From an optimization exercise on the open Yosys and OpenROAD flow, aimed at small area; shortcuts taken in it are not production practice. Power and IR drop assume default switching activity.

Design pulsing_led_level_controller_unit, start of the top module:
module pulsing_led_level_controller_unit (
  input  logic                       clk_i,
  input  logic                       rst_ni,
  input  logic                       in_valid,
  output logic                       in_ready,
  input  logic [1:0]                 in_command,
  input  logic [31:0]                in_now_ms,
  input  logic [31:0]                in_last_point_ms,
  input  logic [7:0]                 in_red,
  input  logic [7:0]                 in_green,
  input  logic [7:0]                 in_blue,
  output logic                       out_valid,
  input  logic                       out_ready,
  output logic [17:0]                out_level,
  output logic                       out_pulsing,
  output logic [7:0]                 out_red,
  output logic [7:0]                 out_green,
  output logic [7:0]                 out_blue,
  input  logic                       psel,
  input  logic                       penable,
  input  logic                       pwrite,
  input  logic [3:0]                 paddr,
  input  logic [31:0]                pwdata,
  output logic [31:0]                prdata,
  output logic                       pready
);
Size: about 860 cells after synthesis, ~170 flip-flops, roughly 210 I/O pins, ~8000 um^2 of cells after synthesis.
export LEC_CHECK = 0
export ABC_AREA = 1
export CAP_MARGIN = 20
export CORE_MARGIN = 2
export CORE_UTILIZATION = 40
export SLEW_MARGIN = 20
create_clock -name core_clock -period 11.0 [get_ports {clk_i}]
standard.sh (not shown) runs the stock make flow with config.mk's settings and CLKGATE_MAP_FILE= SYNTH_SCRIPT=/design/flow/synth_recipe.tcl, a recipe that flattens the netlist after the stock synthesis.
==> flow/flow/run.sh <==
#!/bin/bash
# Standard ORFS layout (the standard.sh) with area-oriented choices:
#  - ABC maps with an area-oriented script (flow/abc_area.script, used through a copy of the
#    ORFS scripts folder); registers are mapped by the unchanged yosys flow as in the standard
#    synthesis.
#  - buf_1 as the port buffer on every input and output port.
#  - CTS with clkbuf_8 buffers, larger sink clusters and no dummy loads.
# Each tool's output goes to the ORFS logs under orfs/logs; make's output goes to flow.log.
set -euo pipefail
rm -rf orfs_scripts
cp -r "$FLOW_HOME/scripts" orfs_scripts
cp flow/abc_area.script orfs_scripts/abc_area.script
export SCRIPTS_DIR="$PWD/orfs_scripts"
export BUFFER_PORTS_ARGS="-buffer_cell sky130_fd_sc_hd__buf_1"
export CTS_ARGS="-sink_clustering_enable -repair_clock_nets -dont_use_dummy_load -buf_list sky130_fd_sc_hd__clkbuf_8 -sink_clustering_size 20 -sink_clustering_max_diameter 80"
bash standard.sh > flow.log 2>&1
==> flow/flow/abc_area.script <==
strash
&get -n
&st
&synch2
&dch -f
&put
amap
topo
stime -c
==> next run, changes <==
--- a/flow/design.v
+++ b/flow/design.v
@@ -33,13 +33,13 @@
     S_MDB  = 4'd5,
     S_W1   = 4'd6,
     S_W2   = 4'd7,
     S_STOP = 4'd8,
     S_COL  = 4'd9,
     S_ACC  = 4'd10,
-    S_OUT  = 4'd14,
+    S_OUT  = 4'd11,
     S_RST  = 4'd12,
     S_INIT = 4'd13
   } state_e;
   state_e      st;
   logic [12:0] per_q;
   logic [16:0] low_q, upp_q, gain_q;
@@ -73,12 +73,13 @@
   logic        k0, k16;
   assign k0  = (k == 5'd0);
   assign k16 = (k == 5'd16);
   logic [16:0] lv;      
   logic        pul;
   logic [23:0] col;     
+  logic        ov;
   logic [16:0] rr, tr;
   logic        gt, lt, seen, seen2, dbit, sR, neg, bq, ca, cb, cq, rd, qd, ybit;
   logic [31:0] per_z, low_z, upp_z, gain_z;
   assign per_z  = {19'd0, per_q};
   assign low_z  = {15'd0, low_q};
   assign upp_z  = {15'd0, upp_q};
@@ -296,12 +297,13 @@
     endcase
   end
   always_ff @(posedge clk_i or negedge rst_ni) begin
     if (!rst_ni) begin
       st   <= S_RST;
       pul  <= 1'b1;
+      ov   <= 1'b0;
     end else begin
       case (st)
         S_IDLE: begin
           if (in_valid) st <= S_EL;
         end
         S_EL: begin
@@ -347,26 +349,32 @@
             st  <= S_ACC;
           end
         end
         S_COL: begin
           if (k16 && xfer && ch == 2'd2) st <= S_ACC;
         end
-        S_ACC: st <= S_OUT;
+        S_ACC: begin
+          ov <= 1'b1;
+          st <= S_OUT;
+        end
         S_OUT: begin
-          if (out_ready) st <= S_IDLE;
+          if (out_ready) begin
+            ov <= 1'b0;
+            st <= S_IDLE;
+          end
         end
         S_RST: st <= S_INIT;
         S_INIT: begin
           if (k16) st <= S_IDLE;
         end
         default: st <= S_IDLE;
       endcase
     end
   end
   assign in_ready    = (st == S_ACC);
-  assign out_valid   = (st == S_OUT);
+  assign out_valid   = ov;
   assign out_level   = {1'b0, lv};
   assign out_pulsing = pul;
   assign out_red     = col[7:0];
   assign out_green   = col[15:8];
   assign out_blue    = col[23:16];
 endmodule
Outcome: Wire length climbs by 1.5%; combinational power is lower by about 6%; clock skew went up by 0.012 ns; non-clock buffer count fell by 2; final area went up by 0.50%; setup slack loses 0.0061 ns; final cell count barely changes; synthesized area goes up by 0.64%.
Function was not checked in any run of this note: the RTL went through the layout flow alone.

-- static timing again, ports no longer ideal --
No port has a modelled driver above. Below, the same layouts with a new extraction and two added sets of constraints. Step 1 (the two cells are an assumption about what drives the block):
set clk [get_ports {clk_i}]
set_driving_cell -lib_cell sky130_fd_sc_hd__clkbuf_16 $clk
set_driving_cell -lib_cell sky130_fd_sc_hd__buf_2 [delete_from_list [all_inputs] $clk]
Step 2 moves the port delays by t, midway between the first and last clock arrival at a register: inputs arrive t later, outputs are due t later. That takes back most of the time a late clock gives input paths. a / b / c = ideal / step 1 / step 2; a / b = the first two.
run | shift t [ns] | setup slack, ns | clock arrival spread, ns
the first run | 0.481 | 3.667 / 3.643 / 3.643 | 0.028 / 0.028
the second run | 0.484 | 3.661 / 3.661 / 3.401 | 0.039 / 0.040
After both steps every run listed still meets setup and hold. For the second run, which loses most, drivers alone change the setup slack by 0.000 ns; drivers and shift together by -0.260 ns.
